Background: an optimization exercise with open tools, aiming at small area and a short achievable clock period. Do not read the settings as production practice.
In this exercise RTL edits were held to simulation tests only and were not proved equivalent to the original.
Power figures rest on the tool's default switching activity, not on a simulated workload.

File: flow/run.sh
#!/bin/bash
# Standard ORFS layout, except that every port gets a small buf_1 as its
# buffer instead of the default pick (clkdlybuf4s50_1), which is larger
# and slower.
set -uo pipefail
bash standard.sh \
  'BUFFER_PORTS_ARGS=-buffer_cell sky130_fd_sc_hd__buf_1' \
  finish > standard.log 2>&1
File: standard.sh
#!/bin/bash
# synth_recipe.tcl (not shown) runs the flow's synth.tcl, then flattens the netlist and writes it again
# the make line also repeats each setting of config.mk as NAME=value (left out here)
make -C /OpenROAD-flow-scripts/flow DESIGN_CONFIG=/design/flow/config.mk WORK_HOME=/design/flow/orfs CLKGATE_MAP_FILE= SYNTH_SCRIPT=/design/flow/synth_recipe.tcl "${@:-finish}"
File: config.mk
export PLATFORM = sky130hd
export DESIGN_NAME = branch_detect_top
export DESIGN_NICKNAME = branch_detect_top
export VERILOG_FILES = /design/flow/design.v
export SDC_FILE = /design/flow/constraint.sdc
export NUM_CORES = 4
export LEC_CHECK = 0
export CAP_MARGIN = 20
export CORE_AREA = 4 4 996 216
export CTS_CLUSTER_DIAMETER = 50
export CTS_CLUSTER_SIZE = 25
export DIE_AREA = 0 0 1000 220
export PLACE_DENSITY = 0.45
export SETUP_SLACK_MARGIN = 5
export SLEW_MARGIN = 20
File: constraint.sdc
create_clock -name core_clock -period 8.0 [get_ports {w_IssueFifoFire_1}]
set_input_delay 1.6000 -clock core_clock [delete_from_list [all_inputs] [get_ports {w_IssueFifoFire_1}]]
set_output_delay 1.6000 -clock core_clock [all_outputs]
set_load 0.01 [all_outputs]
File: design.v
package branch_pkg;
  localparam int slot_count = 8;
  localparam int slot_idx_w = 3;
  localparam int count_w    = 4;
  localparam int data_w     = 32;
  localparam int offset_w   = 16;
  localparam logic [2:0] op_bjp   = 3'd4;
  localparam logic [1:0] cond_eq = 2'd0;
  localparam logic [1:0] cond_ne = 2'd1;
  localparam logic [1:0] cond_lt = 2'd2;
  localparam logic [1:0] cond_ge = 2'd3;
  localparam int inst_w   = 3 + 2 + data_w + offset_w + data_w + data_w;
  localparam int opr_lsb  = 0;
  localparam int opl_lsb  = data_w;
  localparam int off_lsb  = 2 * data_w;
  localparam int pc_lsb   = 2 * data_w + offset_w;
  localparam int cond_lsb = 3 * data_w + offset_w;
  localparam int op_lsb   = 3 * data_w + offset_w + 2;
  localparam int packet_w = slot_count * inst_w;
  localparam int issue_w = packet_w + count_w;
endpackage
`timescale 1ns/1ns
module branch_decode (
  input  logic                               w_IssueFifoFire_1,
  input  logic                               rstn,
  input  logic                               i_pkt_valid,
  input  logic [branch_pkg::packet_w-1:0]    i_pkt,
  output logic                               o_dec_valid,
  output logic [branch_pkg::packet_w-1:0]    o_dec,
  output logic [branch_pkg::slot_count-1:0]  o_taken      
);
  localparam int W = branch_pkg::inst_w;
  localparam int N = branch_pkg::slot_count;
  function automatic logic [1:0] cmp32(input logic [31:0] a, input logic [31:0] b);
    logic [31:0] e, l;
    e = ~(a ^ b);
    l = ~a & b;
    l[31] = a[31] & ~b[31];
    for (int lv = 0; lv < 5; lv++) begin
      for (int k = 0; k < 32; k++) begin
        if (k % (2 << lv) == 0) begin
          l[k] = l[k+(1<<lv)] | (e[k+(1<<lv)] & l[k]);
          e[k] = e[k+(1<<lv)] & e[k];
        end
      end
    end
    cmp32 = {e[0], l[0]};
  endfunction
  logic [N-1:0] taken;
  always_comb begin
    for (int i = 0; i < N; i++) begin
      logic [1:0] el;
      logic [1:0] c;
      el = cmp32(i_pkt[W*i+branch_pkg::opl_lsb +: 32], i_pkt[W*i+branch_pkg::opr_lsb +: 32]);
      c  = i_pkt[W*i+branch_pkg::cond_lsb +: 2];
      taken[i] = (i_pkt[W*i+branch_pkg::op_lsb +: 3] == branch_pkg::op_bjp) &&
                 (c[1] ? (el[0] ^ c[0]) : (el[1] ^ c[0]));
    end
  end
  always_ff @(posedge w_IssueFifoFire_1 or negedge rstn) begin
    if (!rstn) begin
      o_dec_valid <= 1'b0;
    end else begin
      o_dec_valid <= i_pkt_valid;
    end
  end
  always_ff @(posedge w_IssueFifoFire_1) begin
    o_dec   <= i_pkt;
    o_taken <= taken;
  end
endmodule
`timescale 1ns/1ns
module branch_execute (
  input  logic                               w_IssueFifoFire_1,
  input  logic                               rstn,
  input  logic                               i_dec_valid,
  input  logic [branch_pkg::packet_w-1:0]    i_dec,
  input  logic [branch_pkg::slot_count-1:0]  i_taken,
  output logic                               o_exe_valid,
  output logic                               o_exe_taken,
  output logic [branch_pkg::packet_w-1:0]    o_exe,       
  output logic [branch_pkg::data_w-1:0]      o_pc,
  output logic [branch_pkg::offset_w-1:0]    o_off
);
  localparam int W = branch_pkg::inst_w;
  localparam int N = branch_pkg::slot_count;
  logic [N-1:0]                    keep;
  logic [N-1:0]                    first;
  logic [branch_pkg::packet_w-1:0] issue_pkt;
  logic [31:0]                     pc_sel;
  logic [15:0]                     off_sel;
  always_comb begin
    keep[0] = 1'b1;
    for (int i = 1; i < N; i++) begin
      keep[i] = 1'b1;
      for (int j = 0; j < i; j++) keep[i] = keep[i] & ~i_taken[j];
    end
    first = i_taken & keep;
    pc_sel  = '0;
    off_sel = '0;
    for (int i = 0; i < N; i++) begin
      issue_pkt[W*i +: W] = i_dec[W*i +: W] & {W{keep[i]}};
      pc_sel  = pc_sel  | (i_dec[W*i+branch_pkg::pc_lsb  +: 32] & {32{first[i]}});
      off_sel = off_sel | (i_dec[W*i+branch_pkg::off_lsb +: 16] & {16{first[i]}});
    end
  end
  always_ff @(posedge w_IssueFifoFire_1 or negedge rstn) begin
    if (!rstn) begin
      o_exe_valid <= 1'b0;
      o_exe_taken <= 1'b0;
    end else begin
      o_exe_valid <= i_dec_valid;
      o_exe_taken <= i_dec_valid & (|i_taken);
    end
  end
  always_ff @(posedge w_IssueFifoFire_1) begin
    o_exe    <= issue_pkt;
    o_pc     <= pc_sel;
    o_off    <= off_sel;
  end
endmodule
`timescale 1ns/1ns
module branch_result (
  input  logic                               w_IssueFifoFire_1,
  input  logic                               rstn,
  input  logic                               i_exe_valid,
  input  logic                               i_exe_taken,
  input  logic [branch_pkg::packet_w-1:0]    i_exe,
  input  logic [branch_pkg::data_w-1:0]      i_pc,
  input  logic [branch_pkg::offset_w-1:0]    i_off,
  output logic                               o_issue_valid,
  output logic [branch_pkg::issue_w-1:0]     o_issue,
  output logic                               o_redirect_valid,
  output logic [branch_pkg::data_w-1:0]      o_redirect
);
  logic [branch_pkg::count_w-1:0] count;
  always_comb begin
    logic [7:0] b;
    logic       s0, c0, s1, c1, s2, c2, s3, c3, x1, x2;
    for (int i = 0; i < branch_pkg::slot_count; i++) begin
      b[i] = (i_exe[branch_pkg::inst_w*i+branch_pkg::op_lsb +: 3] == branch_pkg::op_bjp);
    end
    s0 = b[0] ^ b[1] ^ b[2];
    c0 = (b[0] & b[1]) | (b[0] & b[2]) | (b[1] & b[2]);
    s1 = b[3] ^ b[4] ^ b[5];
    c1 = (b[3] & b[4]) | (b[3] & b[5]) | (b[4] & b[5]);
    s2 = b[6] ^ b[7];
    c2 = b[6] & b[7];
    s3 = s0 ^ s1 ^ s2;
    c3 = (s0 & s1) | (s0 & s2) | (s1 & s2);
    x1 = c0 ^ c1 ^ c2;
    x2 = (c0 & c1) | (c0 & c2) | (c1 & c2);
    count[0] = s3;
    count[1] = x1 ^ c3;
    count[2] = x2 ^ (x1 & c3);
    count[3] = x2 & x1 & c3;
  end
  always_ff @(posedge w_IssueFifoFire_1 or negedge rstn) begin
    if (!rstn) begin
      o_issue_valid    <= 1'b0;
      o_redirect_valid <= 1'b0;
    end else begin
      o_issue_valid    <= i_exe_valid;
      o_redirect_valid <= i_exe_taken;
    end
  end
  always_ff @(posedge w_IssueFifoFire_1) begin
    o_issue    <= {i_exe, count};
    o_redirect <= i_pc + {{16{i_off[15]}}, i_off};
  end
endmodule
`timescale 1ns/1ns
module branch_detect_top (
  input  logic          w_IssueFifoFire_1,
  input  logic          rstn,
  input  logic          i_pkt_valid,
  input  logic [935:0]  i_pkt,
  output logic          o_issue_valid,
  output logic [939:0]  o_issue,
  output logic          o_redirect_valid,
  output logic [31:0]   o_redirect
);
  logic                                dec_valid;
  logic [branch_pkg::packet_w-1:0]     dec;
  logic [branch_pkg::slot_count-1:0]   taken;
  logic                                exe_valid;
  logic                                exe_taken;
  logic [branch_pkg::packet_w-1:0]     exe;
  logic [branch_pkg::data_w-1:0]       pc;
  logic [branch_pkg::offset_w-1:0]     off;
  branch_decode u_decode (
    .w_IssueFifoFire_1 (w_IssueFifoFire_1),
    .rstn              (rstn),
    .i_pkt_valid       (i_pkt_valid),
    .i_pkt             (i_pkt),
    .o_dec_valid       (dec_valid),
    .o_dec             (dec),
    .o_taken           (taken)
  );
  branch_execute u_execute (
    .w_IssueFifoFire_1 (w_IssueFifoFire_1),
    .rstn              (rstn),
    .i_dec_valid       (dec_valid),
    .i_dec             (dec),
    .i_taken           (taken),
    .o_exe_valid       (exe_valid),
    .o_exe_taken       (exe_taken),
    .o_exe             (exe),
    .o_pc              (pc),
    .o_off             (off)
  );
  branch_result u_result (
    .w_IssueFifoFire_1 (w_IssueFifoFire_1),
    .rstn              (rstn),
    .i_exe_valid       (exe_valid),
    .i_exe_taken       (exe_taken),
    .i_exe             (exe),
    .i_pc              (pc),
    .i_off             (off),
    .o_issue_valid     (o_issue_valid),
    .o_issue           (o_issue),
    .o_redirect_valid  (o_redirect_valid),
    .o_redirect        (o_redirect)
  );
endmodule
==> results.py, run 1 <==
metrics = {
    "floorplan": {
        "core_area_sq_mm": 0.208,
        "rows": 77,
        "start_util": 0.365,
        "die_w_microns": 1000,
        "io_pins": 1913,
        "die_h_microns": 220,
        "dieArea_sq_mm": 0.220,
    },
    "synth": {
        "ys_types": 62,
        "synthFlopType": "dfxtp_1",
        "netlist.top_cell.by_area": "dfxtp_1",
        "postSynthNetCount": 6966,
        "synth-compound-area-share": 0.0442,
        "seq_area_frac_synth": 0.767,
        "synth_top_family_by_area": "simple AND/OR/NAND/NOR gates",
        "yosys_warnings": 3,
        "synthSimpleGateAreaFrac": 0.106,
        "synth_cells": 5733,
        "avgSynthCellArea_sq_um": 13.2,
        "synth_top_area_frac": 0.765,
        "synth.area.top_cells": "dfxtp_1, and2_1, ha_1, a21oi_1, nand2_1",
        "synth-seq-cells": 2905,
        "synth_edf_count": 0,
        "synth.area.mux_share": 0.00726,
        "yosysMostFrequentCell": "dfxtp_1",
        "synthXorXnorAreaFrac": 0.00335,
        "syn_area_sq_mm": 0.0759,
        "synth.top_cells.by_count": "dfxtp_1, and2_1, nand2_1",
        "async_reset_ff_frac": 0.00172,
        "synth_fa_ha_area_frac": 0.0490,
    },
    "setup_path": {
        "cpPeakStageDelay_ps": 470,
        "reg2reg_depth": 7,
        "critPathRequiredTime_ps": 6400,
        "path_delay_family": "flip-flops",
        "endpoint_kind": "output pin",
        "crit_path_start_kind": "register",
        "cp_max_fo": 1,
        "cp_cell_sequence": "buf_6",
        "critPathSlowestCell": "dfxtp_4",
        "path_class": "reg -> out",
        "r2r-end": "u_result.o_redirect[30]",
        "r2r-start": "u_execute.o_off[4]",
        "r2r_slack_ps": 5000,
        "path_buf_inv": 1,
        "critPathArrivalTime_ps": 1450,
    },
    "hold_path": {
        "hp-start": "u_execute.o_exe[282]",
        "holdPathEnd": "u_result.o_issue[286]",
        "worstHoldPathType": "reg -> reg",
        "holdPathStages": 0,
    },
    "pwr": {
        "peakVddDrop_uv": 136,
        "power.leakage_nw": 39.2,
        "power.density_mw_per_mm2": 288,
    },
    "finish": {
        "syn_to_final_growth_pct": 20.8,
        "drive_gt1_frac": 0.139,
        "nets": 8881,
    },
    "timing": {
        "rsz0062_at_grt": "yes",
        "finalCriticalPeriod_ps": 3050,
        "hold_violations": 0,
        "setup-violations-final": 0,
        "slew_headroom": 0.360,
        "finalClockSkew_ps": 45.4,
        "final.period_utilization": 0.381,
        "worst-slew-pin-transition_ps": 960,
        "slew_viol_final": 0,
        "fmax_ghz": 0.328,
        "fin_setup_tns_ps": 0,
        "holdWs_ps": 305,
    },
    "global_route": {
        "grt_usage": 0.216,
        "grt-ovfl-total": 0,
        "grt_pass1_vias": 44162,
        "grt_pass1_wl_microns": 337000,
        "grt_max_degree": 93,
        "antenna_found_initial": 37,
    },
    "detailed_routing": {
        "wl_microns": 250000,
        "vias_per_cell": 4.28,
        "num_vias": 44940,
        "wl_per_cell_microns": 23.8,
        "drt-pass1-iter-count": 6,
        "drc": 0,
        "detail-route-antenna-nets": 0,
        "drt_iter0_markers": 2355,
    },
    "clock_tree": {
        "clock_latency_ps": 830,
        "clockBufferDepth": 4,
        "hold_buffers": 0,
        "cts_tree": "built",
        "h-tree-depth": 4,
        "clock-sinks": 2905,
        "root_buffer": "clkbuf_16",
        "cts_buffers": 138,
        "clk_pin_slew_ps": 110,
    },
    "run": {
        "max_cap_violations": 0,
    },
    "outcome": {
        "status": "finished clean",
    },
    "placement": {
        "dpl.hpwl_microns": 199000,
        "place_congestion": 0.888,
        "numPortBuffers": 1912,
    },
}
==> registers in the layout (all words and copies together) (netlist names), 8 cells and up <==
| name | cells |
|---|---|
| u_decode.o_dec | 936 |
| u_decode.o_taken | 8 |
| u_execute.o_exe | 936 |
| u_execute.o_off | 16 |
| u_execute.o_pc | 32 |
| u_result.o_issue | 940 |
| u_result.o_redirect | 32 |
==> metrics by stage <==
stage / area, sq um / setup slack [ps] / util / power [mW] / instances
2_1_floorplan: 76200 / 5000 / - / 17.4 / 5733
3_3_place_gp: 86500 / 4190 / 0.416 / 18.8 / 10306
3_5_place_dp: 86500 / 4180 / 0.416 / 18.8 / 10306
4_1_cts: 91200 / 4910 / 0.439 / 26.7 / 10463
5_1_grt: 91700 / 4860 / 0.441 / 27.7 / 10480
6_report: 91700 / 4950 / 0.441 / 26.4 / 10490
==> what timing repair did <==
| action | CTS | global route |
|---|---|---|
| cloned | 0 | 1 |
| pin swaps | 0 | 2 |
| setup buffers | 0 | 5 |
| setup endpoints to repair | 811 | 328 |
| gates resized for setup | 730 | 219 |
==> kinds of logic (layout without fill, tap and decap cells) <==
logic type,Yosys count,after routing
AND/OR/NAND/NOR,1441,1442
multiplexers,55,55
XOR/XNOR,29,29
adder cells (fa/ha/maj),294,294
flip-flops,2905,2905
other,0,21
buffers and inverters,450,2381
AO/OA/AOI/OAI,559,559
==> routing by layer <==
metal,global-route usage,vias up,share of wire
met5,0,-,0.0012
met4,0.0370,14,0.017
met3,0.0399,272,0.038
met2,0.418,680,0.54
met1,0.253,21835,0.40
li1,-,22139,-
==> cell type report <==
class | instances | area, sq um
diodes | 21 | 52.6
clock buffers | 149 | 3600
clock inverters | 8 | 81.3
fillers | 19752 | 116000
inverters | 282 | 1060
multi-input cells | 2379 | 16400
flip-flops and latches | 2905 | 58300
well taps | 2804 | 3510
repair buffers | 1942 | 8700
==> worst max path at each step <==
stage                                    startpoint                   end  slack [ps]  cells past startpoint
final                         u_result.o_issue[817]          o_issue[817]        4950                      1
after detailed placement                 i_pkt[499]   u_decode.o_taken[4]        4180                      9
after CTS                 u_result.o_redirect_valid      o_redirect_valid        4910                      1
after floorplan                          i_pkt[639]   u_decode.o_taken[5]        5000                      8
after global placement                   i_pkt[499]   u_decode.o_taken[4]        4190                      9
after global routing            u_decode.o_taken[0]  u_execute.o_exe[888]        4860                      6
==> report_power, final <==
group / switching (mW) / internal (mW) / leakage [nW]
clock network: 4.58 / 3.25 / 1.81
registers: 0.427 / 15.7 / 24.5
logic: 1.54 / 0.943 / 13.0
total: 6.55 / 19.9 / 39.2
==> cells in the final DEF, fill, tap and decap left out, drive strengths merged, types with 13 or more instances in the layout <==
cell type and instances:
a211oi 15, a21o 22, a21oi 271, a221o 13, a31oi 25, and2 709
buf 1810, clkbuf 281, dfxtp 2900, diode 21, ha 289, inv 284
mux2i 55, nand2 295, nand2b 18, nand3 45, nand3b 55, nand4 41
nor2 100, nor2b 123, nor3 21, o21ai 109, o221ai 49, xnor2 16
xor2 13
==> inputs of run 2 (changes only) <==
--- a/config.mk
+++ b/config.mk
@@ -6,10 +6,10 @@
 export NUM_CORES = 4
 export LEC_CHECK = 0
 export CAP_MARGIN = 20
-export CORE_AREA = 4 4 996 216
+export CORE_AREA = 4 4 1196 180
 export CTS_CLUSTER_DIAMETER = 50
 export CTS_CLUSTER_SIZE = 25
-export DIE_AREA = 0 0 1000 220
+export DIE_AREA = 0 0 1200 184
 export PLACE_DENSITY = 0.45
 export SETUP_SLACK_MARGIN = 5
 export SLEW_MARGIN = 20
==> results.py, run 2 <==
metrics = {
    "outcome": {
        "status": "finished clean",
    },
    "setup_path": {
        "r2r_slack_ps": 5050,
        "critPathRequiredTime_ps": 8730,
        "cp_cell_sequence": "buf_2 -> inv_1 -> ha_4 -> nand4_1 -> buf_4 -> a211oi_4 -> o31ai_4 -> a31oi_4 -> mux2i_2",
        "r2r-end": "u_execute.o_off[3]",
        "cpPeakStageDelay_ps": 690,
        "crit_path_start_kind": "primary input",
        "reg2reg_depth": 7,
        "cp_max_fo": 3,
        "r2r-start": "u_decode.o_taken[7]",
        "path_class": "in -> reg",
        "endpoint_kind": "register",
        "critPathArrivalTime_ps": 3940,
        "critPathSlowestCell": "a31oi_4",
    },
    "synth": {
        "synthXorXnorAreaFrac": 0.00335,
        "synth_fa_ha_area_frac": 0.0490,
        "avgSynthCellArea_sq_um": 13.2,
        "async_reset_ff_frac": 0.00172,
        "synth_top_area_frac": 0.765,
        "synth.area.top_cells": "dfxtp_1, and2_1, ha_1, a21oi_1, nand2_1",
        "syn_area_sq_mm": 0.0759,
        "ys_types": 62,
        "synth_top_family_by_area": "simple AND/OR/NAND/NOR gates",
        "synth_edf_count": 0,
        "yosysMostFrequentCell": "dfxtp_1",
        "seq_area_frac_synth": 0.767,
        "synth_cells": 5733,
        "synth-compound-area-share": 0.0442,
        "synth.top_cells.by_count": "dfxtp_1, and2_1, nand2_1",
        "yosys_warnings": 3,
        "synth-seq-cells": 2905,
        "netlist.top_cell.by_area": "dfxtp_1",
        "synthFlopType": "dfxtp_1",
        "synthSimpleGateAreaFrac": 0.106,
        "postSynthNetCount": 6966,
        "synth.area.mux_share": 0.00726,
    },
    "placement": {
        "pre_cts_ws_ps": 3240,
        "place_congestion": 0.853,
        "dpl.hpwl_microns": 179000,
        "numPortBuffers": 1912,
    },
    "clock_tree": {
        "clk_pin_slew_ps": 100,
        "clockBufferDepth": 4,
        "root_buffer": "clkbuf_16",
        "cts_buffers": 138,
        "cts_tree": "built",
        "hold_buffers": 0,
        "h-tree-depth": 4,
        "clock-sinks": 2905,
        "clock_latency_ps": 840,
    },
    "pwr": {
        "clock_power_share": 0.296,
        "power.leakage_nw": 40.4,
        "seqPwrFrac": 0.604,
        "p_comb_frac": 0.100,
        "p_int_mw": 20.1,
        "p_switching_mw": 6.55,
        "peakVddDrop_uv": 208,
        "power.density_mw_per_mm2": 283,
        "swShare": 0.246,
    },
    "floorplan": {
        "core_area_sq_mm": 0.207,
        "die_h_microns": 184,
        "rows": 64,
        "die_w_microns": 1200,
        "io_pins": 1913,
        "start_util": 0.366,
        "dieArea_sq_mm": 0.221,
    },
    "finish": {
        "mostFrequentLayoutCells": "dfxtp_1, buf_1, and2_1, buf_2, nand2_1",
        "largest_register": "u_result.o_issue",
        "multi_input_area_sq_mm": 0.0166,
        "fillCellCount": 19500,
        "final_util": 0.454,
        "nets": 8891,
        "largest_registers": "u_result.o_issue (940), u_decode.o_dec (936), u_execute.o_exe (936)",
        "seq_area_sq_mm": 0.0586,
        "syn_to_final_growth_pct": 24.1,
        "final_common_cell": "dfxtp_1",
        "drive_gt1_frac": 0.198,
        "largest_reg_flops": 940,
    },
    "hold_path": {
        "hp-start": "u_execute.o_exe[799]",
        "holdPathStages": 0,
        "holdPathEnd": "u_result.o_issue[803]",
        "worstHoldPathType": "reg -> reg",
    },
    "detailed_routing": {
        "detail-route-antenna-nets": 0,
        "drt_iter0_markers": 2488,
        "vias_per_cell": 4.23,
        "drt-pass1-iter-count": 5,
        "drc": 0,
        "num_vias": 44604,
        "wl_microns": 232000,
        "wl_per_cell_microns": 22.0,
    },
    "global_route": {
        "grt_max_degree": 87,
        "grt_pass1_vias": 44365,
        "grt_usage": 0.201,
        "grt-ovfl-total": 0,
        "grt_pass1_wl_microns": 318000,
        "antenna_found_initial": 40,
    },
    "timing": {
        "slew_headroom": 0.309,
        "rsz0062_at_grt": "yes",
        "slew_viol_final": 0,
        "setup-violations-final": 0,
        "finalCriticalPeriod_ps": 3210,
        "fmax_ghz": 0.312,
        "finalClockSkew_ps": 27.8,
        "fin_setup_tns_ps": 0,
        "worst-slew-pin-transition_ps": 1030,
        "worst_slack_ps": 4790,
        "hold_violations": 0,
        "final.period_utilization": 0.401,
    },
    "run": {
        "max_cap_violations": 0,
    },
}
-- run 2: cells by family after synthesis --
group / Yosys count
xor gates and xnor gates: 29
and+or+nand+nor: 1441
adders and majority gates: 294
buffers and inverters: 450
DFF: 2905
muxes: 55
AOI/OAI and AO/OA: 559
-- run 2: worst max-delay path by stage --
stage | start | endpoint | slack, ps | depth (start not counted)
after floorplan | i_pkt[639] | u_decode.o_taken[5] | 5000 | 8
after global placement | i_pkt[278] | u_decode.o_taken[2] | 3230 | 9
after detailed placement | i_pkt[278] | u_decode.o_taken[2] | 3240 | 9
after CTS | i_pkt[290] | u_decode.o_taken[2] | 4890 | 9
after global routing | i_pkt[61] | u_decode.o_taken[0] | 4910 | 9
final | i_pkt[46] | u_decode.o_taken[0] | 4790 | 9
-- run 2: worst max-delay path: cells and delay by family --
kind                       cells  cell delay (ps)
muxes                          1              350
AOI/OAI and AO/OA              3             1120
and+or+nand+nor                1              180
adders and majority gates      1              270
buffers and inverters          3              370
-- run 2: routing by layer --
metal	track usage	vias to the layer above	share of wire
met1	0.247	21582	0.42
met5	0	-	0.00015
li1	-	22171	-
met3	0.0413	249	0.040
met2	0.364	596	0.52
met4	0.0478	6	0.019
-- run 2: repair_timing --
| item | CTS | global route |
|---|---|---|
| gates resized for setup | 1051 | 841 |
| gates cloned | 1 | 0 |
| setup buffers | 6 | 3 |
| pin swaps | 10 | 15 |
| endpoints found under the setup margin | 1011 | 801 |
| hold endpoints to repair | 0 | 0 |
-- run 2: through the flow --
stage	instance area (sq um)	hold slack [ps]	total power [mW]	cells
4_1_cts	92100	306	26.8	10509
2_1_floorplan	76200	310	17.4	5733
3_3_place_gp	86600	310	18.7	10346
6_report	94200	310	26.6	10547
3_5_place_dp	86600	312	18.7	10346
5_1_grt	94100	314	27.9	10542
-- run 2: area by class of cell --
cell class | instances | share of cell area
clock buffers | 149 | 0.0379
diodes | 35 | 0.000930
flip-flops and latches | 2905 | 0.622
inverters | 282 | 0.0112
clock inverters | 7 | 0.000890
repair buffers | 1952 | 0.113
multi-input cells | 2379 | 0.177
well taps | 2838 | 0.0377
-- run 2: power by group through the flow --
stage | Sequential [mW] | Combinational (mW) | Clock (mW)
CTS | 16.0 | 2.56 | 8.21
global route | 16.2 | 2.89 | 8.81
global placement | 16.3 | 2.35 | 0
finish | 16.1 | 2.67 | 7.88
floorplan | 16.5 | 0.874 | 0
detailed placement | 16.4 | 2.35 | 0
==> inputs of run 3 (changes only) <==
--- a/config.mk
+++ b/config.mk
@@ -10,6 +10,5 @@
 export CTS_CLUSTER_DIAMETER = 50
 export CTS_CLUSTER_SIZE = 25
 export DIE_AREA = 0 0 1200 184
-export PLACE_DENSITY = 0.45
 export SETUP_SLACK_MARGIN = 5
 export SLEW_MARGIN = 20
==> results.py, run 3 <==
metrics = {
    "outcome": {
        "status": "finished clean",
    },
    "setup_path": {
        "path_class": "reg -> out",
        "path_buf_inv": 1,
        "cp_cell_sequence": "buf_6",
        "crit_path_start_kind": "register",
        "cpPeakStageDelay_ps": 470,
        "critPathRequiredTime_ps": 6400,
        "cp_max_fo": 1,
        "critPathSlowestCell": "dfxtp_4",
        "path_delay_family": "flip-flops",
        "critPathArrivalTime_ps": 1480,
        "endpoint_kind": "output pin",
    },
    "synth": {
        "synth_fa_ha_area_frac": 0.0490,
        "ys_types": 62,
        "netlist.top_cell.by_area": "dfxtp_1",
        "synth.top_cells.by_count": "dfxtp_1, and2_1, nand2_1",
        "syn_area_sq_mm": 0.0759,
        "synth.area.top_cells": "dfxtp_1, and2_1, ha_1, a21oi_1, nand2_1",
        "synthFlopType": "dfxtp_1",
        "postSynthNetCount": 6966,
        "seq_area_frac_synth": 0.767,
        "synthXorXnorAreaFrac": 0.00335,
        "synth_top_family_by_area": "simple AND/OR/NAND/NOR gates",
        "synthSimpleGateAreaFrac": 0.106,
        "synth_edf_count": 0,
        "avgSynthCellArea_sq_um": 13.2,
        "synth_cells": 5733,
        "async_reset_ff_frac": 0.00172,
        "yosysMostFrequentCell": "dfxtp_1",
        "synth.area.mux_share": 0.00726,
        "synth-seq-cells": 2905,
        "synth_top_area_frac": 0.765,
        "synth-compound-area-share": 0.0442,
        "yosys_warnings": 3,
    },
    "finish": {
        "largest_reg_flops": 940,
        "nets": 8881,
        "fin_area_sq_mm": 0.0924,
        "multi_input_area_sq_mm": 0.0165,
        "drive_gt1_frac": 0.148,
        "final_common_cell": "dfxtp_1",
        "fillCellCount": 19315,
        "syn_to_final_growth_pct": 21.8,
        "final_util": 0.446,
        "largest_registers": "u_result.o_issue (940), u_decode.o_dec (936), u_execute.o_exe (936)",
        "seq_area_sq_mm": 0.0585,
        "mostFrequentLayoutCells": "dfxtp_1, buf_1, and2_1, buf_2, nand2_1",
        "largest_register": "u_result.o_issue",
    },
    "timing": {
        "final.period_utilization": 0.385,
        "setup-violations-final": 0,
        "finalCriticalPeriod_ps": 3080,
        "hold_violations": 0,
        "fmax_ghz": 0.325,
        "slew_headroom": 0.260,
        "rsz0062_at_grt": "yes",
        "finalClockSkew_ps": 52.4,
        "slew_viol_final": 0,
        "fin_setup_tns_ps": 0,
        "worst-slew-pin-transition_ps": 1110,
    },
    "global_route": {
        "grt_pass1_vias": 46098,
        "antenna_found_initial": 69,
        "grt_max_degree": 156,
        "grt_pass1_wl_microns": 351000,
        "grt-ovfl-total": 0,
        "grt_usage": 0.226,
    },
    "pwr": {
        "clock_power_share": 0.297,
        "swShare": 0.257,
        "p_comb_frac": 0.099,
        "power.density_mw_per_mm2": 291,
        "p_switching_mw": 6.92,
        "power.leakage_nw": 39.4,
        "seqPwrFrac": 0.604,
        "total_power_mw": 26.9,
        "peakVddDrop_uv": 151,
        "p_int_mw": 20.0,
    },
    "clock_tree": {
        "h-tree-depth": 4,
        "cts_tree": "built",
        "clock_latency_ps": 860,
        "cts_buffers": 139,
        "clk_pin_slew_ps": 100,
        "root_buffer": "clkbuf_16",
        "hold_buffers": 0,
        "clock-sinks": 2905,
        "clockBufferDepth": 4,
    },
    "placement": {
        "dpl.hpwl_microns": 211000,
        "numPortBuffers": 1912,
        "place_congestion": 1.01,
        "dpl_cell_area_sq_mm": 0.0866,
    },
    "detailed_routing": {
        "vias_per_cell": 4.48,
        "drc": 0,
        "drt_iter0_markers": 3830,
        "num_vias": 47222,
        "wl_per_cell_microns": 25.0,
        "detail-route-antenna-nets": 0,
        "drt-pass1-iter-count": 5,
        "wl_microns": 263000,
    },
    "hold_path": {
        "worstHoldPathType": "reg -> reg",
    },
    "floorplan": {
        "core_area_sq_mm": 0.207,
        "rows": 64,
        "die_h_microns": 184,
        "dieArea_sq_mm": 0.221,
        "die_w_microns": 1200,
        "start_util": 0.366,
        "io_pins": 1913,
    },
    "run": {
        "max_cap_violations": 0,
    },
}
[run 3: cell count changes in the layout (fill, tap and decap cells not counted), moves of 35 or more]
cell / previous run / this run
dfxtp_2: 274 / 63
buf_1: 955 / 1148
dfxtp_1: 2616 / 2786
buf_6: 231 / 80
buf_4: 208 / 64
buf_2: 366 / 422
dfxtp_4: 10 / 51
clkbuf_2: 185 / 220
[run 3: path summary, 6_finish.rpt]
kind | start | to | slack (ps) | cells after the start
min | u_execute.o_exe[236] | u_result.o_issue[240] | 300 | 0
min in group asynchronous | rstn | u_decode.o_dec_valid | 620 | 1
min reg2reg | u_execute.o_exe[236] | u_result.o_issue[240] | 300 | 0
max in group asynchronous | rstn | u_result.o_redirect_valid | 7160 | 1
max reg2reg | u_execute.o_off[0] | u_result.o_redirect[10] | 5000 | 9
max | u_result.o_issue[748] | o_issue[748] | 4920 | 1
[run 3: timing repair]
action,in CTS,in global routing
pin swaps,4,2
buffers inserted,4,0
endpoints found under the setup margin,715,381
gates resized for setup,785,363
[run 3: logic make-up (layout without fill, tap and decap cells)]
group                      count (synthesis)  in the layout
adders and majority gates                294            294
and+or+nand+nor                         1441           1441
DFF                                     2905           2905
muxes                                     55             55
buffers and inverters                    450           2387
other                                      0             39
AOI/OAI and AO/OA                        559            559
xor gates and xnor gates                  29             29
[run 3: metrics by stage]
step / hold WS (ps) / std cells / setup WS (ps)
after floorplan: 310 / 5733 / 5000
after CTS: 309 / 10508 / 4740
after detailed placement: 312 / 10341 / 3810
final: 301 / 10547 / 4920
after global placement: 310 / 10341 / 3430
after global routing: 305 / 10537 / 4880
[run 3: metal layers]
layer	global-route usage	wire (microns)	vias up
met5	0	23	-
met4	0.0603	7160	4
met3	0.0428	16800	346
met2	0.376	124000	1425
met1	0.306	115000	23301
li1	-	-	22146
[run 3: final cells by class]
type                    count  share of cell area
inverters                 282              0.0115
repair buffers           1942              0.0980
clock buffers             151              0.0389
well taps                2838              0.0384
multi-input cells        2378               0.178
clock inverters            12             0.00181
diodes                     39             0.00106
flip-flops and latches   2905               0.632
[run 3: worst reg2reg max path: cells and delay by family, from the launching register on]
kind / cells / cell delay (ps)
buffers and inverters: 1 / 70
XOR/XNOR: 1 / 400
adder cells (fa/ha/maj): 2 / 640
flip-flops: 1 / 430
AO/OA/AOI/OAI: 1 / 270
AND/OR/NAND/NOR: 4 / 1050
[run 3: power groups by stage]
stage / Clock, mW / Sequential [mW] / Combinational [mW]
after floorplan: 0 / 16.5 / 0.874
after global placement: 0 / 16.5 / 2.44
after detailed placement: 0 / 16.5 / 2.45
after CTS: 8.12 / 16.2 / 2.60
after global routing: 8.71 / 16.3 / 2.82
final: 7.98 / 16.2 / 2.67
==> inputs of run 4 (changes only) <==
--- a/config.mk
+++ b/config.mk
@@ -6,9 +6,10 @@
 export NUM_CORES = 4
 export LEC_CHECK = 0
 export CAP_MARGIN = 20
-export CORE_AREA = 4 4 1196 180
+export CORE_AREA = 4 4 1396 156
 export CTS_CLUSTER_DIAMETER = 50
 export CTS_CLUSTER_SIZE = 25
-export DIE_AREA = 0 0 1200 184
+export DIE_AREA = 0 0 1400 160
+export PLACE_DENSITY = 0.4
 export SETUP_SLACK_MARGIN = 5
 export SLEW_MARGIN = 20
==> results.py, run 4 <==
metrics = {
    "clock_tree": {
        "hold_buffers": 0,
        "cts_tree": "built",
        "cts_buffers": 138,
        "clk_pin_slew_ps": 110,
        "root_buffer": "clkbuf_16",
        "clock_latency_ps": 880,
        "clockBufferDepth": 4,
        "h-tree-depth": 4,
        "clock-sinks": 2905,
    },
    "placement": {
        "dpl.hpwl_microns": 180000,
        "pre_cts_ws_ps": 3470,
        "place_inst": 10358,
        "place_congestion": 0.866,
        "numPortBuffers": 1912,
    },
    "detailed_routing": {
        "num_vias": 44953,
        "wl_per_cell_microns": 22.3,
        "detail-route-antenna-nets": 0,
        "drt_iter0_markers": 2649,
        "drc": 0,
        "vias_per_cell": 4.26,
        "drt-pass1-iter-count": 5,
        "wl_microns": 235000,
    },
    "run": {
        "max_cap_violations": 0,
    },
    "timing": {
        "slew_viol_final": 0,
        "setup-violations-final": 0,
        "holdWs_ps": 301,
        "final.period_utilization": 0.386,
        "finalClockSkew_ps": 35.8,
        "fmax_ghz": 0.324,
        "rsz0062_at_grt": "yes",
        "finalCriticalPeriod_ps": 3090,
        "slew_headroom": 0.207,
        "worst-slew-pin-transition_ps": 1160,
        "worst_slack_ps": 4910,
        "fin_setup_tns_ps": 0,
        "hold_violations": 0,
    },
    "pwr": {
        "power.density_mw_per_mm2": 277,
        "power.leakage_nw": 41.6,
        "peakVddDrop_uv": 188,
    },
    "hold_path": {
        "worstHoldPathType": "reg -> reg",
    },
    "finish": {
        "multi_input_area_sq_mm": 0.0168,
        "instances_no_fill": 10542,
        "drive_gt1_frac": 0.279,
        "nets": 8893,
        "final_util": 0.473,
        "largest_registers": "u_result.o_issue (940), u_decode.o_dec (936), u_execute.o_exe (936)",
        "largest_reg_flops": 940,
        "final_common_cell": "dfxtp_1",
        "fillCellCount": 19194,
        "mostFrequentLayoutCells": "dfxtp_1, buf_1, buf_6, dfxtp_2, and2_1",
        "syn_to_final_growth_pct": 29.8,
        "seq_area_sq_mm": 0.0592,
        "largest_register": "u_result.o_issue",
    },
    "synth": {
        "yosys_warnings": 3,
        "yosysMostFrequentCell": "dfxtp_1",
        "synthFlopType": "dfxtp_1",
        "async_reset_ff_frac": 0.00172,
        "netlist.top_cell.by_area": "dfxtp_1",
        "postSynthNetCount": 6966,
        "synth-seq-cells": 2905,
        "ys_types": 62,
        "synth_cells": 5733,
        "syn_area_sq_mm": 0.0759,
        "synth_top_area_frac": 0.765,
        "synth.area.top_cells": "dfxtp_1, and2_1, ha_1, a21oi_1, nand2_1",
        "seq_area_frac_synth": 0.767,
        "synth_edf_count": 0,
        "avgSynthCellArea_sq_um": 13.2,
        "synth.top_cells.by_count": "dfxtp_1, and2_1, nand2_1",
    },
    "floorplan": {
        "die_w_microns": 1400,
        "dieArea_sq_mm": 0.224,
        "start_util": 0.364,
        "die_h_microns": 160,
        "io_pins": 1913,
        "rows": 55,
        "core_area_sq_mm": 0.208,
    },
    "setup_path": {
        "critPathArrivalTime_ps": 3800,
        "path_class": "reg -> reg",
        "crit_path_start_kind": "register",
        "cp_max_fo": 42,
        "endpoint_kind": "register",
        "critPathRequiredTime_ps": 8710,
    },
    "global_route": {
        "grt_usage": 0.203,
        "grt_pass1_wl_microns": 331000,
        "grt_pass1_vias": 46248,
        "grt-ovfl-total": 0,
        "antenna_found_initial": 31,
        "grt_max_degree": 92,
    },
    "outcome": {
        "status": "finished clean",
    },
}
## run 4: final timing paths
check | startpoint | end | slack [ps] | cells past startpoint
max reg2reg | u_decode.o_taken[5] | u_execute.o_pc[24] | 4910 | 6
min in group asynchronous | rstn | u_execute.o_exe_valid | 550 | 1
max in group asynchronous | rstn | u_result.o_redirect_valid | 7240 | 1
max | u_decode.o_taken[5] | u_execute.o_pc[24] | 4910 | 6
min reg2reg | u_execute.o_exe[390] | u_result.o_issue[394] | 300 | 0
min | u_execute.o_exe[390] | u_result.o_issue[394] | 300 | 0
## run 4: what timing repair did
| item | CTS | global route |
|---|---|---|
| pin swaps | 13 | 21 |
| hold endpoints to repair | 0 | 0 |
| cloned | 1 | 1 |
| setup buffers | 4 | 6 |
| endpoints found under the setup margin | 1451 | 1290 |
| gates resized for setup | 2814 | 412 |
## run 4: cell type report
| type | instances | share of cell area |
|---|---|---|
| repair buffers | 1953 | 0.143 |
| clock inverters | 7 | 0.000965 |
| well taps | 2850 | 0.0362 |
| clock buffers | 151 | 0.0364 |
| multi-input cells | 2380 | 0.171 |
| inverters | 282 | 0.0108 |
| flip-flops and latches | 2905 | 0.601 |
| diodes | 14 | 0.000356 |
## run 4: logic make-up after synthesis
group,share of synthesized area
xor gates and xnor gates,0.00335
and+or+nand+nor,0.106
muxes,0.00726
AOI/OAI and AO/OA,0.0442
DFF,0.767
buffers and inverters,0.0230
adders and majority gates,0.0490
## run 4: metrics by stage
step           area, sq um  total power, mW
6_report             98500             27.3
5_1_grt              98500             28.6
4_1_cts              97000             27.6
3_5_place_dp         86600             18.7
3_3_place_gp         86600             18.7
2_1_floorplan        76200             17.4
## run 4: routing by layer
metal  part of all wire  track usage  up-vias
met2               0.48        0.342      574
met3              0.046       0.0462      171
li1                   -            -    22146
met4             0.0090       0.0237        4
met1               0.46        0.274    22058
met5            0.00016            0        -
## run 4: worst max-delay path: stages (launching register included)
cell and delay (ps):
dfxtp_4 570, buf_4 540, a21oi_1 120, a21oi_1 200
o21ai_0 180, mux2i_1 910, o221ai_1 300
## run 4: where the power goes
part | switching, mW | internal, mW | total [mW] | leakage [nW]
logic | 1.54 | 1.45 | 2.99 | 15.2
clock network | 4.81 | 3.25 | 8.06 | 1.80
registers | 0.446 | 15.8 | 16.2 | 24.6
total | 6.80 | 20.5 | 27.3 | 41.6
==> inputs of run 5 (changes only) <==
--- a/config.mk
+++ b/config.mk
@@ -6,10 +6,10 @@
 export NUM_CORES = 4
 export LEC_CHECK = 0
 export CAP_MARGIN = 20
-export CORE_AREA = 4 4 1396 156
+export CORE_AREA = 4 4 1096 196
 export CTS_CLUSTER_DIAMETER = 50
 export CTS_CLUSTER_SIZE = 25
-export DIE_AREA = 0 0 1400 160
-export PLACE_DENSITY = 0.4
+export DIE_AREA = 0 0 1100 200
+export PLACE_DENSITY = 0.45
 export SETUP_SLACK_MARGIN = 5
 export SLEW_MARGIN = 20
==> results.py, run 5 <==
metrics = {
    "detailed_routing": {
        "wl_microns": 228000,
        "detail-route-antenna-nets": 0,
        "wl_per_cell_microns": 21.7,
        "drc": 0,
        "num_vias": 44415,
        "drt_iter0_markers": 2008,
        "drt-pass1-iter-count": 7,
        "vias_per_cell": 4.22,
    },
    "finish": {
        "drive_gt1_frac": 0.169,
        "syn_to_final_growth_pct": 22.0,
        "seq_area_sq_mm": 0.0584,
        "largest_register": "u_result.o_issue",
        "final_common_cell": "dfxtp_1",
        "largest_registers": "u_result.o_issue (940), u_decode.o_dec (936), u_execute.o_exe (936)",
        "mostFrequentLayoutCells": "dfxtp_1, buf_1, and2_1, buf_2, nand2_1",
        "largest_reg_flops": 940,
        "nets": 8880,
        "fillCellCount": 19774,
        "multi_input_area_sq_mm": 0.0164,
    },
    "synth": {
        "synth-compound-area-share": 0.0442,
        "synthXorXnorAreaFrac": 0.00335,
        "synth_cells": 5733,
        "synth.area.top_cells": "dfxtp_1, and2_1, ha_1, a21oi_1, nand2_1",
        "postSynthNetCount": 6966,
        "syn_area_sq_mm": 0.0759,
        "synth_top_area_frac": 0.765,
        "avgSynthCellArea_sq_um": 13.2,
        "synthFlopType": "dfxtp_1",
        "ys_types": 62,
        "yosysMostFrequentCell": "dfxtp_1",
        "synth.top_cells.by_count": "dfxtp_1, and2_1, nand2_1",
        "seq_area_frac_synth": 0.767,
        "synthSimpleGateAreaFrac": 0.106,
        "synth_top_family_by_area": "simple AND/OR/NAND/NOR gates",
        "synth_edf_count": 0,
        "synth_fa_ha_area_frac": 0.0490,
        "netlist.top_cell.by_area": "dfxtp_1",
        "synth-seq-cells": 2905,
        "yosys_warnings": 3,
        "synth.area.mux_share": 0.00726,
        "async_reset_ff_frac": 0.00172,
    },
    "global_route": {
        "grt_usage": 0.196,
        "grt-ovfl-total": 0,
        "grt_pass1_wl_microns": 312000,
        "antenna_found_initial": 34,
        "grt_pass1_vias": 43628,
        "grt_max_degree": 108,
    },
    "placement": {
        "numPortBuffers": 1912,
        "pre_cts_ws_ps": 4030,
        "place_congestion": 0.873,
        "dpl.hpwl_microns": 178000,
    },
    "timing": {
        "hold_violations": 0,
        "fmax_ghz": 0.332,
        "worst-slew-pin-transition_ps": 962,
        "rsz0062_at_grt": "yes",
        "finalClockSkew_ps": 37.5,
        "worst_slack_ps": 4990,
        "final.period_utilization": 0.376,
        "finalCriticalPeriod_ps": 3010,
        "slew_headroom": 0.359,
        "fin_setup_tns_ps": 0,
        "slew_viol_final": 0,
        "setup-violations-final": 0,
    },
    "outcome": {
        "status": "finished clean",
    },
    "floorplan": {
        "start_util": 0.365,
        "rows": 70,
        "die_w_microns": 1100,
        "core_area_sq_mm": 0.208,
        "die_h_microns": 200,
        "io_pins": 1913,
        "dieArea_sq_mm": 0.220,
    },
    "setup_path": {
        "cpPeakStageDelay_ps": 450,
        "endpoint_kind": "output pin",
        "critPathArrivalTime_ps": 1410,
        "crit_path_start_kind": "register",
        "path_buf_inv": 1,
        "critPathRequiredTime_ps": 6400,
        "cp_max_fo": 1,
        "path_delay_family": "flip-flops",
        "critPathSlowestCell": "dfxtp_4",
        "path_class": "reg -> out",
        "cp_cell_sequence": "buf_6",
    },
    "run": {
        "max_cap_violations": 0,
    },
    "clock_tree": {
        "clock-sinks": 2905,
        "cts_buffers": 138,
        "root_buffer": "clkbuf_16",
        "clockBufferDepth": 4,
        "clk_pin_slew_ps": 120,
        "h-tree-depth": 4,
        "cts_tree": "built",
        "clock_latency_ps": 840,
    },
    "pwr": {
        "power.density_mw_per_mm2": 286,
        "power.leakage_nw": 39.8,
        "peakVddDrop_uv": 145,
    },
    "hold_path": {
        "worstHoldPathType": "reg -> reg",
    },
}
run 5: cells by family (layout without fill, tap and decap cells):
family,Yosys count,in the layout
other,0,19
and+or+nand+nor,1441,1443
adders and majority gates,294,294
AOI/OAI and AO/OA,559,559
buffers and inverters,450,2378
DFF,2905,2905
xor gates and xnor gates,29,29
muxes,55,55
run 5: per-stage QoR:
stage / cells / power [mW] / hold WS (ps) / instance area [sq um] / util
global placement: 10348 / 18.7 / 310 / 86600 / 0.417
global route: 10522 / 27.7 / 302 / 92600 / 0.445
detailed placement: 10348 / 18.7 / 312 / 86600 / 0.417
finish: 10526 / 26.4 / 304 / 92600 / 0.446
CTS: 10506 / 26.7 / 303 / 91500 / 0.440
floorplan: 5733 / 17.4 / 310 / 76200 / -
run 5: repair_timing:
item / 4_1_cts / 5_1_grt
gates cloned: 2 / 0
hold buffers: 0 / 0
buffers inserted: 0 / 1
resized for setup: 855 / 499
endpoints found under the setup margin: 864 / 534
run 5: final cells by class:
cell class / instances / share of cell area
inverters: 282 / 0.0114
clock inverters: 8 / 0.000824
well taps: 2844 / 0.0384
repair buffers: 1940 / 0.102
diodes: 19 / 0.000513
clock buffers: 148 / 0.0386
multi-input cells: 2380 / 0.178
flip-flops and latches: 2905 / 0.631
run 5: final timing paths:
path | from | to | slack, ps | depth (start not counted)
setup reg to reg | u_execute.o_off[2] | u_result.o_redirect[31] | 5090 | 7
hold / removal | u_execute.o_exe[839] | u_result.o_issue[843] | 300 | 0
hold reg to reg | u_execute.o_exe[839] | u_result.o_issue[843] | 300 | 0
max in group asynchronous | rstn | u_execute.o_exe_taken | 7210 | 1
min in group asynchronous | rstn | u_result.o_issue_valid | 580 | 1
setup / recovery | u_result.o_issue[585] | o_issue[585] | 4990 | 1
run 5: per-layer routing:
layer	up-vias	routed length, microns	track usage	part of all wire
met5	-	23	0	0.00010
met4	4	3640	0.0358	0.016
met3	226	9220	0.0387	0.040
met2	574	124000	0.376	0.54
met1	21479	91900	0.232	0.40
li1	22132	-	-	-
run 5: where the power goes:
group | switching [mW] | leakage [nW] | total, mW | internal (mW)
sequential | 0.363 | 24.5 | 16.1 | 15.7
combinational | 1.51 | 13.5 | 2.54 | 1.03
clock | 4.62 | 1.80 | 7.85 | 3.23
total | 6.49 | 39.8 | 26.4 | 20.0
==> inputs of run 6 (changes only) <==
==> flow/run.sh (replaced) <==
#!/bin/bash
set -uo pipefail
bash standard.sh \
  'BUFFER_PORTS_ARGS=-buffer_cell sky130_fd_sc_hd__buf_1' \
  SETUP_SLACK_MARGIN=5.3 \
  finish > standard.log 2>&1
--- a/config.mk
+++ b/config.mk
@@ -6,10 +6,9 @@
 export NUM_CORES = 4
 export LEC_CHECK = 0
 export CAP_MARGIN = 20
-export CORE_AREA = 4 4 1096 196
+export CORE_AREA = 4 4 996 216
 export CTS_CLUSTER_DIAMETER = 50
 export CTS_CLUSTER_SIZE = 25
-export DIE_AREA = 0 0 1100 200
-export PLACE_DENSITY = 0.45
+export DIE_AREA = 0 0 1000 220
 export SETUP_SLACK_MARGIN = 5
 export SLEW_MARGIN = 20
==> results.py, run 6 <==
metrics = {
    "setup_path": {
        "path_class": "reg -> out",
        "path_delay_family": "flip-flops",
        "cp_cell_sequence": "buf_6",
        "path_buf_inv": 1,
        "critPathArrivalTime_ps": 1440,
        "critPathSlowestCell": "dfxtp_4",
        "crit_path_start_kind": "register",
        "cp_max_fo": 1,
        "cpPeakStageDelay_ps": 460,
        "endpoint_kind": "output pin",
        "critPathRequiredTime_ps": 6400,
    },
    "detailed_routing": {
        "wl_met2_microns": 148000,
        "wl_met3_microns": 26200,
        "drt-pass1-iter-count": 6,
        "wl_microns": 330000,
        "drc": 0,
        "drt_iter0_markers": 4528,
        "routed.top_layer": "met5",
        "detail-route-antenna-nets": 0,
        "drt-met1-wl_microns": 148000,
        "vias_per_cell": 4.61,
        "num_vias": 48691,
        "wl_per_cell_microns": 31.2,
    },
    "timing": {
        "finalCriticalPeriod_ps": 3040,
        "setup-violations-final": 0,
        "finalClockSkew_ps": 40.1,
        "fmax_ghz": 0.329,
        "slew_viol_final": 0,
        "hold_violations": 0,
        "fin_setup_tns_ps": 0,
        "rsz0062_at_grt": "yes",
        "final.period_utilization": 0.380,
        "slew_headroom": 0.200,
        "worst-slew-pin-transition_ps": 1200,
    },
    "placement": {
        "place_inst": 10304,
        "dpl.hpwl_microns": 268000,
        "dpl_cell_area_sq_mm": 0.0875,
        "numPortBuffers": 1912,
        "place_congestion": 1.11,
    },
    "floorplan": {
        "dieArea_sq_mm": 0.220,
        "io_pins": 1913,
        "start_util": 0.365,
        "die_h_microns": 220,
        "rows": 77,
        "core_area_sq_mm": 0.208,
        "die_w_microns": 1000,
    },
    "finish": {
        "mostFrequentLayoutCells": "dfxtp_1, buf_1, buf_6, dfxtp_2, and2_1",
        "syn_to_final_growth_pct": 32.2,
        "largest_registers": "u_result.o_issue (940), u_decode.o_dec (936), u_execute.o_exe (936)",
        "multi_input_area_sq_mm": 0.0177,
        "instances_no_fill": 10558,
        "drive_gt1_frac": 0.304,
        "seq_area_sq_mm": 0.0594,
        "fillCellCount": 18685,
        "nets": 8906,
        "fin_area_sq_mm": 0.100,
        "final_common_cell": "dfxtp_1",
        "largest_register": "u_result.o_issue",
        "largest_reg_flops": 940,
    },
    "synth": {
        "synth_cells": 5733,
        "yosys_warnings": 3,
        "synth.area.mux_share": 0.00726,
        "synth.top_cells.by_count": "dfxtp_1, and2_1, nand2_1",
        "avgSynthCellArea_sq_um": 13.2,
        "synth_top_family_by_area": "simple AND/OR/NAND/NOR gates",
        "postSynthNetCount": 6966,
        "synth-seq-cells": 2905,
        "synth_top_area_frac": 0.765,
        "synth-compound-area-share": 0.0442,
        "yosysMostFrequentCell": "dfxtp_1",
        "synthFlopType": "dfxtp_1",
        "synthXorXnorAreaFrac": 0.00335,
        "syn_area_sq_mm": 0.0759,
        "netlist.top_cell.by_area": "dfxtp_1",
        "synth.area.top_cells": "dfxtp_1, and2_1, ha_1, a21oi_1, nand2_1",
        "async_reset_ff_frac": 0.00172,
        "ys_types": 62,
        "synth_fa_ha_area_frac": 0.0490,
        "seq_area_frac_synth": 0.767,
        "synth_edf_count": 0,
        "synthSimpleGateAreaFrac": 0.106,
    },
    "global_route": {
        "grt_pass1_vias": 47134,
        "grt_pass1_wl_microns": 420000,
        "antenna_found_initial": 142,
        "grt-ovfl-total": 0,
        "grt_usage": 0.285,
        "grt_max_degree": 110,
    },
    "clock_tree": {
        "clock_latency_ps": 850,
        "h-tree-depth": 4,
        "root_buffer": "clkbuf_16",
        "clk_pin_slew_ps": 100,
        "clock-sinks": 2905,
        "clockBufferDepth": 4,
        "cts_buffers": 142,
        "cts_tree": "built",
        "hold_buffers": 0,
    },
    "hold_path": {
        "worstHoldPathType": "reg -> reg",
    },
    "pwr": {
        "peakVddDrop_uv": 184,
        "power.density_mw_per_mm2": 280,
        "power.leakage_nw": 41.9,
    },
    "run": {
        "max_cap_violations": 0,
    },
    "outcome": {
        "status": "finished clean",
    },
}
run 6: cell counts after synthesis:
No cell type changed its count.
run 6: final cells by class:
cell class / count / area share
sequential: 2905 / 0.593
multi-input combinational: 2380 / 0.176
timing repair buffer: 1962 / 0.146
clock buffer: 155 / 0.0370
tap: 2804 / 0.0350
inverter: 282 / 0.0119
antenna: 63 / 0.00157
clock inverter: 7 / 0.000537
run 6: worst paths after layout:
kind	endpoint	cells past startpoint	startpoint	slack, ps
max in group asynchronous	u_execute.o_exe_taken	1	rstn	7180
worst min-delay path	u_result.o_issue[359]	0	u_execute.o_exe[355]	300
worst max-delay path	o_issue[733]	1	u_result.o_issue[733]	4960
worst min register to register	u_result.o_issue[359]	0	u_execute.o_exe[355]	300
worst max register to register	u_result.o_redirect[25]	7	u_execute.o_pc[4]	5260
min in group asynchronous	u_decode.o_dec_valid	1	rstn	590
run 6: what timing repair did:
| action | CTS | global route |
|---|---|---|
| buffers inserted | 14 | 9 |
| setup endpoints to repair | 1376 | 1229 |
| gates cloned | 5 | 1 |
| gates resized for setup | 3269 | 234 |
| hold endpoints to repair | 0 | 0 |
| pin swaps | 14 | 30 |
run 6: metrics by stage:
| step | utilization | setup WS, ps | hold WS, ps | power, mW |
|---|---|---|---|---|
| 2_1_floorplan | - | 5030 | 310 | 17.4 |
| 3_3_place_gp | 0.421 | 3810 | 310 | 19.3 |
| 3_5_place_dp | 0.421 | 3810 | 312 | 19.3 |
| 4_1_cts | 0.478 | 4920 | 305 | 28.0 |
| 5_1_grt | 0.482 | 4890 | 311 | 29.0 |
| 6_report | 0.483 | 4960 | 305 | 28.0 |
run 6: cell families (layout without fill, tap and decap cells):
group                    after synthesis  count (layout)
XOR/XNOR                              29              29
buffers and inverters                450            2406
other                                  0              63
multiplexers                          55              55
adder cells (fa/ha/maj)              294             294
flip-flops                          2905            2905
AND/OR/NAND/NOR                     1441            1443
AO/OA/AOI/OAI                        559             559
run 6: per-layer routing:
| layer | up-vias | global-route usage |
|---|---|---|
| met5 | - | 0 |
| met1 | 24299 | 0.397 |
| met4 | 34 | 0.0604 |
| met3 | 386 | 0.0838 |
| met2 | 1730 | 0.440 |
| li1 | 22242 | - |
run 6: report_power, final:
group	internal (mW)	leakage (nW)	switching (mW)
logic	1.56	15.4	1.88
clock network	3.34	1.85	4.68
registers	15.8	24.6	0.807
total	20.7	41.9	7.37
==> inputs of run 7 (changes only) <==
==> flow/run.sh (replaced) <==
#!/bin/bash
set -uo pipefail
groups=""
for ((j = 0; j < 936; j++)); do
  groups+=" -group_pins {i_pkt[$j] o_issue[$((j + 4))]}"
done
bash standard.sh \
  'BUFFER_PORTS_ARGS=-buffer_cell sky130_fd_sc_hd__buf_1' \
  "PLACE_PINS_ARGS=$groups" \
  SETUP_SLACK_MARGIN=5.6 \
  finish > standard.log 2>&1
==> results.py, run 7 <==
metrics = {
    "pwr": {
        "power.leakage_nw": 42.9,
        "total_power_mw": 27.9,
        "peakVddDrop_uv": 182,
        "power.density_mw_per_mm2": 270,
    },
    "setup_path": {
        "critPathArrivalTime_ps": 1540,
        "crit_path_start_kind": "register",
        "endpoint_kind": "output pin",
        "cp_max_fo": 1,
        "cp_cell_sequence": "buf_12",
        "critPathSlowestCell": "dfxtp_4",
        "path_class": "reg -> out",
        "critPathRequiredTime_ps": 6400,
        "path_delay_family": "flip-flops",
        "cpPeakStageDelay_ps": 490,
        "path_buf_inv": 1,
        "r2r_slack_ps": 5310,
    },
    "clock_tree": {
        "cts_buffers": 143,
        "hold_buffers": 0,
        "cts_tree": "built",
        "clock-sinks": 2905,
        "root_buffer": "clkbuf_16",
        "clock_latency_ps": 870,
        "h-tree-depth": 4,
        "clk_pin_slew_ps": 100,
        "clockBufferDepth": 4,
    },
    "synth": {
        "synth.top_cells.by_count": "dfxtp_1, and2_1, nand2_1",
        "synth_cells": 5733,
        "seq_area_frac_synth": 0.767,
        "yosysMostFrequentCell": "dfxtp_1",
        "netlist.top_cell.by_area": "dfxtp_1",
        "postSynthNetCount": 6966,
        "ys_types": 62,
        "synth-seq-cells": 2905,
        "yosys_warnings": 3,
        "syn_area_sq_mm": 0.0759,
        "synth.area.top_cells": "dfxtp_1, and2_1, ha_1, a21oi_1, nand2_1",
        "synth_top_area_frac": 0.765,
        "synth_edf_count": 0,
        "synthFlopType": "dfxtp_1",
        "async_reset_ff_frac": 0.00172,
        "avgSynthCellArea_sq_um": 13.2,
    },
    "timing": {
        "finalClockSkew_ps": 58.9,
        "slew_headroom": 0.225,
        "setup-violations-final": 0,
        "worst_slack_ps": 4860,
        "slew_viol_final": 0,
        "worst-slew-pin-transition_ps": 1150,
        "fin_setup_tns_ps": 0,
        "final.period_utilization": 0.392,
        "rsz0062_at_grt": "yes",
        "fmax_ghz": 0.319,
        "hold_violations": 0,
        "finalCriticalPeriod_ps": 3140,
    },
    "floorplan": {
        "die_h_microns": 220,
        "dieArea_sq_mm": 0.220,
        "rows": 77,
        "io_pins": 1913,
        "start_util": 0.365,
        "die_w_microns": 1000,
        "core_area_sq_mm": 0.208,
    },
    "global_route": {
        "grt_usage": 0.241,
        "grt-ovfl-total": 0,
        "grt_pass1_wl_microns": 371000,
        "antenna_found_initial": 78,
        "grt_pass1_vias": 47821,
        "grt_max_degree": 118,
    },
    "finish": {
        "instances_no_fill": 10578,
        "final_util": 0.496,
        "largest_reg_flops": 940,
        "final_common_cell": "dfxtp_1",
        "fillCellCount": 18256,
        "drive_gt1_frac": 0.360,
        "largest_registers": "u_result.o_issue (940), u_decode.o_dec (936), u_execute.o_exe (936)",
        "mostFrequentLayoutCells": "dfxtp_1, buf_6, dfxtp_2, buf_1, and2_1",
        "nets": 8958,
        "syn_to_final_growth_pct": 35.8,
        "largest_register": "u_result.o_issue",
    },
    "detailed_routing": {
        "drt_iter0_markers": 3568,
        "drt-pass1-iter-count": 6,
        "vias_per_cell": 4.55,
        "wl_per_cell_microns": 26.5,
        "drc": 0,
        "detail-route-antenna-nets": 0,
        "wl_microns": 280000,
        "num_vias": 48120,
    },
    "hold_path": {
        "worstHoldPathType": "reg -> reg",
    },
    "placement": {
        "place_inst": 10307,
        "place_congestion": 0.976,
        "pre_cts_ws_ps": 3700,
        "dpl.hpwl_microns": 215000,
        "numPortBuffers": 1912,
    },
    "run": {
        "max_cap_violations": 0,
    },
    "outcome": {
        "status": "finished clean",
    },
}
run 7: worst register-to-register path, cell delays in order (launching register included):
cell and delay, ps:
dfxtp_4 410, ha_4 170, inv_2 40, fa_2 380, nor2b_4 160, o2111ai_4 170
buf_6 160, buf_6 110, a31oi_4 190, a31oi_4 140, o31ai_4 360, xor2_4 270
run 7: where the power goes:
group          internal (mW)  leakage (nW)  switching [mW]
clock network           3.29          1.84            4.63
registers               15.8          24.6           0.542
logic                   1.70          16.4            1.92
total                   20.8          42.9            7.09
run 7: cell type report:
type                    count  area (sq um)  share of cell area
inverters                 282          1250              0.0121
multi-input cells        2379         19500               0.190
well taps                2804          3510              0.0340
diodes                     32          80.1            0.000777
repair buffers           2014         15600               0.152
flip-flops and latches   2905         59300               0.575
clock inverters            11           131             0.00127
clock buffers             151          3630              0.0352
run 7: worst paths after layout:
path                                               from                      end  cells past startpoint
worst max-delay path            u_result.o_redirect[31]           o_redirect[31]                      1
worst min-delay path               u_execute.o_exe[234]    u_result.o_issue[238]                      0
worst max register to register       u_execute.o_off[0]  u_result.o_redirect[18]                     11
worst min register to register     u_execute.o_exe[234]    u_result.o_issue[238]                      0
max in group asynchronous                          rstn    u_execute.o_exe_valid                      1
min in group asynchronous                          rstn    u_execute.o_exe_taken                      1
run 7: cell families after synthesis:
family                     synth area share
buffers and inverters                0.0230
adders and majority gates            0.0490
DFF                                   0.767
and+or+nand+nor                       0.106
muxes                               0.00726
xor gates and xnor gates            0.00335
AOI/OAI and AO/OA                    0.0442
run 7: routing by layer:
metal  vias up  track usage  wire length (microns)
li1      22316            -                      -
met1     24152        0.313                 116000
met2      1296        0.418                 139000
met3       354       0.0497                  18100
met4         2       0.0559                   6630
met5         -            0                     10
run 7: what timing repair did:
action | in CTS | in global routing
gates resized for setup | 3443 | 609
pin swaps | 105 | 153
setup endpoints to repair | 1623 | 1205
cloned | 5 | 2
buffers inserted | 46 | 24
run 7: through the flow:
step | cell area [sq um] | hold WS, ps
floorplan | 77200 | 310
global placement | 87500 | 310
detailed placement | 87500 | 312
CTS | 101000 | 295
global route | 103000 | 306
finish | 103000 | 303
==> inputs of run 8 (changes only) <==
==> flow/run.sh (replaced) <==
#!/bin/bash
# Standard ORFS layout with two changes to how it is placed:
#  - every port still gets a buffer, but a small buf_1 instead of the
#    default pick (clkdlybuf4s50_1), which is larger and slower;
#  - the pin placer keeps each packet input bit next to the output bit it
#    becomes (i_pkt[j] beside o_issue[j+4]), so that bit's three pipeline
#    registers can sit in a short chain between its two pins.
set -uo pipefail
groups=""
for ((j = 0; j < 936; j++)); do
  groups+=" -group_pins {i_pkt[$j] o_issue[$((j + 4))]}"
done
bash standard.sh \
  'BUFFER_PORTS_ARGS=-buffer_cell sky130_fd_sc_hd__buf_1' \
  "PLACE_PINS_ARGS=$groups" \
  finish > standard.log 2>&1
==> results.py, run 8 <==
metrics = {
    "clock_tree": {
        "clockBufferDepth": 4,
        "root_buffer": "clkbuf_16",
        "clock-sinks": 2905,
        "clock_latency_ps": 850,
        "cts_buffers": 143,
        "h-tree-depth": 4,
        "clk_pin_slew_ps": 100,
        "hold_buffers": 0,
        "cts_tree": "built",
    },
    "timing": {
        "worst-slew-pin-transition_ps": 992,
        "final.period_utilization": 0.387,
        "finalCriticalPeriod_ps": 3100,
        "fmax_ghz": 0.323,
        "fin_setup_tns_ps": 0,
        "setup-violations-final": 0,
        "slew_headroom": 0.339,
        "slew_viol_final": 0,
        "rsz0062_at_grt": "yes",
        "finalClockSkew_ps": 38.1,
        "hold_violations": 0,
    },
    "hold_path": {
        "worstHoldPathType": "reg -> reg",
    },
    "pwr": {
        "seqPwrFrac": 0.599,
        "p_int_mw": 20.1,
        "p_comb_frac": 0.103,
        "swShare": 0.252,
        "power.leakage_nw": 39.7,
        "p_switching_mw": 6.77,
        "clock_power_share": 0.298,
        "power.density_mw_per_mm2": 290,
        "peakVddDrop_uv": 161,
        "total_power_mw": 26.9,
    },
    "floorplan": {
        "core_area_sq_mm": 0.208,
        "start_util": 0.365,
        "die_h_microns": 220,
        "die_w_microns": 1000,
        "rows": 77,
        "io_pins": 1913,
        "dieArea_sq_mm": 0.220,
    },
    "placement": {
        "place_congestion": 0.952,
        "numPortBuffers": 1912,
        "dpl.hpwl_microns": 208000,
    },
    "outcome": {
        "status": "finished clean",
    },
    "finish": {
        "final_common_cell": "dfxtp_1",
        "largest_reg_flops": 940,
        "largest_register": "u_result.o_issue",
        "nets": 8892,
        "syn_to_final_growth_pct": 22.2,
        "mostFrequentLayoutCells": "dfxtp_1, buf_1, and2_1, buf_2, nand2_1",
        "drive_gt1_frac": 0.164,
        "largest_registers": "u_result.o_issue (940), u_decode.o_dec (936), u_execute.o_exe (936)",
    },
    "setup_path": {
        "critPathRequiredTime_ps": 8720,
        "path_class": "reg -> reg",
        "critPathArrivalTime_ps": 3810,
        "crit_path_start_kind": "register",
        "endpoint_kind": "register",
        "cp_max_fo": 68,
    },
    "global_route": {
        "grt_pass1_wl_microns": 349000,
        "grt_pass1_vias": 46215,
        "antenna_found_initial": 56,
        "grt_max_degree": 142,
        "grt-ovfl-total": 0,
        "grt_usage": 0.226,
    },
    "synth": {
        "synth_top_area_frac": 0.765,
        "synth_cells": 5733,
        "yosys_warnings": 3,
        "synth.top_cells.by_count": "dfxtp_1, and2_1, nand2_1",
        "synth-seq-cells": 2905,
        "synth_edf_count": 0,
        "async_reset_ff_frac": 0.00172,
        "postSynthNetCount": 6966,
        "syn_area_sq_mm": 0.0759,
        "yosysMostFrequentCell": "dfxtp_1",
        "synthFlopType": "dfxtp_1",
        "synth.area.top_cells": "dfxtp_1, and2_1, ha_1, a21oi_1, nand2_1",
        "seq_area_frac_synth": 0.767,
        "avgSynthCellArea_sq_um": 13.2,
        "netlist.top_cell.by_area": "dfxtp_1",
        "ys_types": 62,
    },
    "detailed_routing": {
        "drt-pass1-iter-count": 5,
        "wl_per_cell_microns": 25.0,
        "drt_iter0_markers": 3820,
        "vias_per_cell": 4.50,
        "wl_microns": 263000,
        "drc": 0,
        "num_vias": 47376,
        "detail-route-antenna-nets": 0,
    },
    "run": {
        "max_cap_violations": 0,
    },
}
==> run 8: cell counts after synthesis <==
No cell type changed its count.
==> run 8: area by class of cell <==
type / instances / area, sq um
Fill cell: 19382 / 115000
Sequential cell: 2905 / 58300
Multi-Input combinational cell: 2381 / 16800
Timing Repair Buffer: 1946 / 9100
Clock buffer: 154 / 3660
Tap cell: 2804 / 3510
Inverter: 282 / 1060
Clock inverter: 13 / 196
Antenna cell: 38 / 95.1
==> run 8: power groups by stage <==
stage	registers (mW)	clock network (mW)	logic, mW
after floorplan	16.5	0	0.874
after global placement	16.4	0	2.50
after detailed placement	16.4	0	2.51
after CTS	16.1	8.18	2.74
after global routing	16.2	8.75	2.95
final	16.1	8.01	2.77
==> run 8: kinds of logic (layout without fill, tap and decap cells) <==
| group | count (synthesis) | count (layout) | share of synthesized area |
|---|---|---|---|
| adder cells (fa/ha/maj) | 294 | 294 | 0.0490 |
| XOR/XNOR | 29 | 29 | 0.00335 |
| other | 0 | 38 | 0 |
| buffers and inverters | 450 | 2395 | 0.0230 |
| flip-flops | 2905 | 2905 | 0.767 |
| AND/OR/NAND/NOR | 1441 | 1444 | 0.106 |
| multiplexers | 55 | 55 | 0.00726 |
| AO/OA/AOI/OAI | 559 | 559 | 0.0442 |
==> run 8: final timing paths <==
check | start | to | slack [ps] | cells after the start
setup / recovery | u_decode.o_taken[6] | u_execute.o_pc[30] | 4900 | 7
hold / removal | u_execute.o_exe[751] | u_result.o_issue[755] | 310 | 0
setup reg to reg | u_decode.o_taken[6] | u_execute.o_pc[30] | 4900 | 7
hold reg to reg | u_execute.o_exe[751] | u_result.o_issue[755] | 310 | 0
max in group asynchronous | rstn | u_result.o_issue_valid | 7210 | 1
min in group asynchronous | rstn | u_decode.o_dec_valid | 580 | 1
==> run 8: timing repair <==
item | in CTS | in global routing
setup buffers | 1 | 6
gates resized for setup | 985 | 231
setup endpoints to repair | 1249 | 485
gates cloned | 2 | 1
pin swaps | 2 | 14
==> run 8: critical path, stage by stage, from the launching register on <==
cell and delay, ps:
dfxtp_4 490, buf_8 340, nand3b_1 630, a21oi_1 500, a21oi_1 70, o21ai_1 370
mux2i_1 130, o221ai_1 270
==> run 8: stage by stage <==
step / std cells / utilization / hold WS, ps / cell area, sq um / worst slack, ps
6_report: 10523 / 0.446 / 306 / 92700 / 4900
5_1_grt: 10510 / 0.446 / 307 / 92700 / 4940
4_1_cts: 10478 / 0.443 / 310 / 92000 / 4970
3_5_place_dp: 10308 / 0.417 / 312 / 86500 / 3650
3_3_place_gp: 10308 / 0.416 / 310 / 86500 / 3400
2_1_floorplan: 5733 / - / 310 / 76200 / 5000
==> run 8: per-layer routing <==
metal / GRT usage / vias up / part of all wire
li1: - / 22188 / -
met1: 0.280 / 23502 / 0.40
met2: 0.394 / 1312 / 0.50
met3: 0.0568 / 368 / 0.068
met4: 0.0618 / 6 / 0.028
met5: 0 / - / 0.00017

Re-timed with assumed drivers on the ports (clkbuf_16 on the clock, buf_2 on other inputs), run 8 has 4.903 ns of setup slack against 4.903 ns with ideal ports, and 4.028 ns once port delays also move by the mid clock arrival of 0.937 ns.
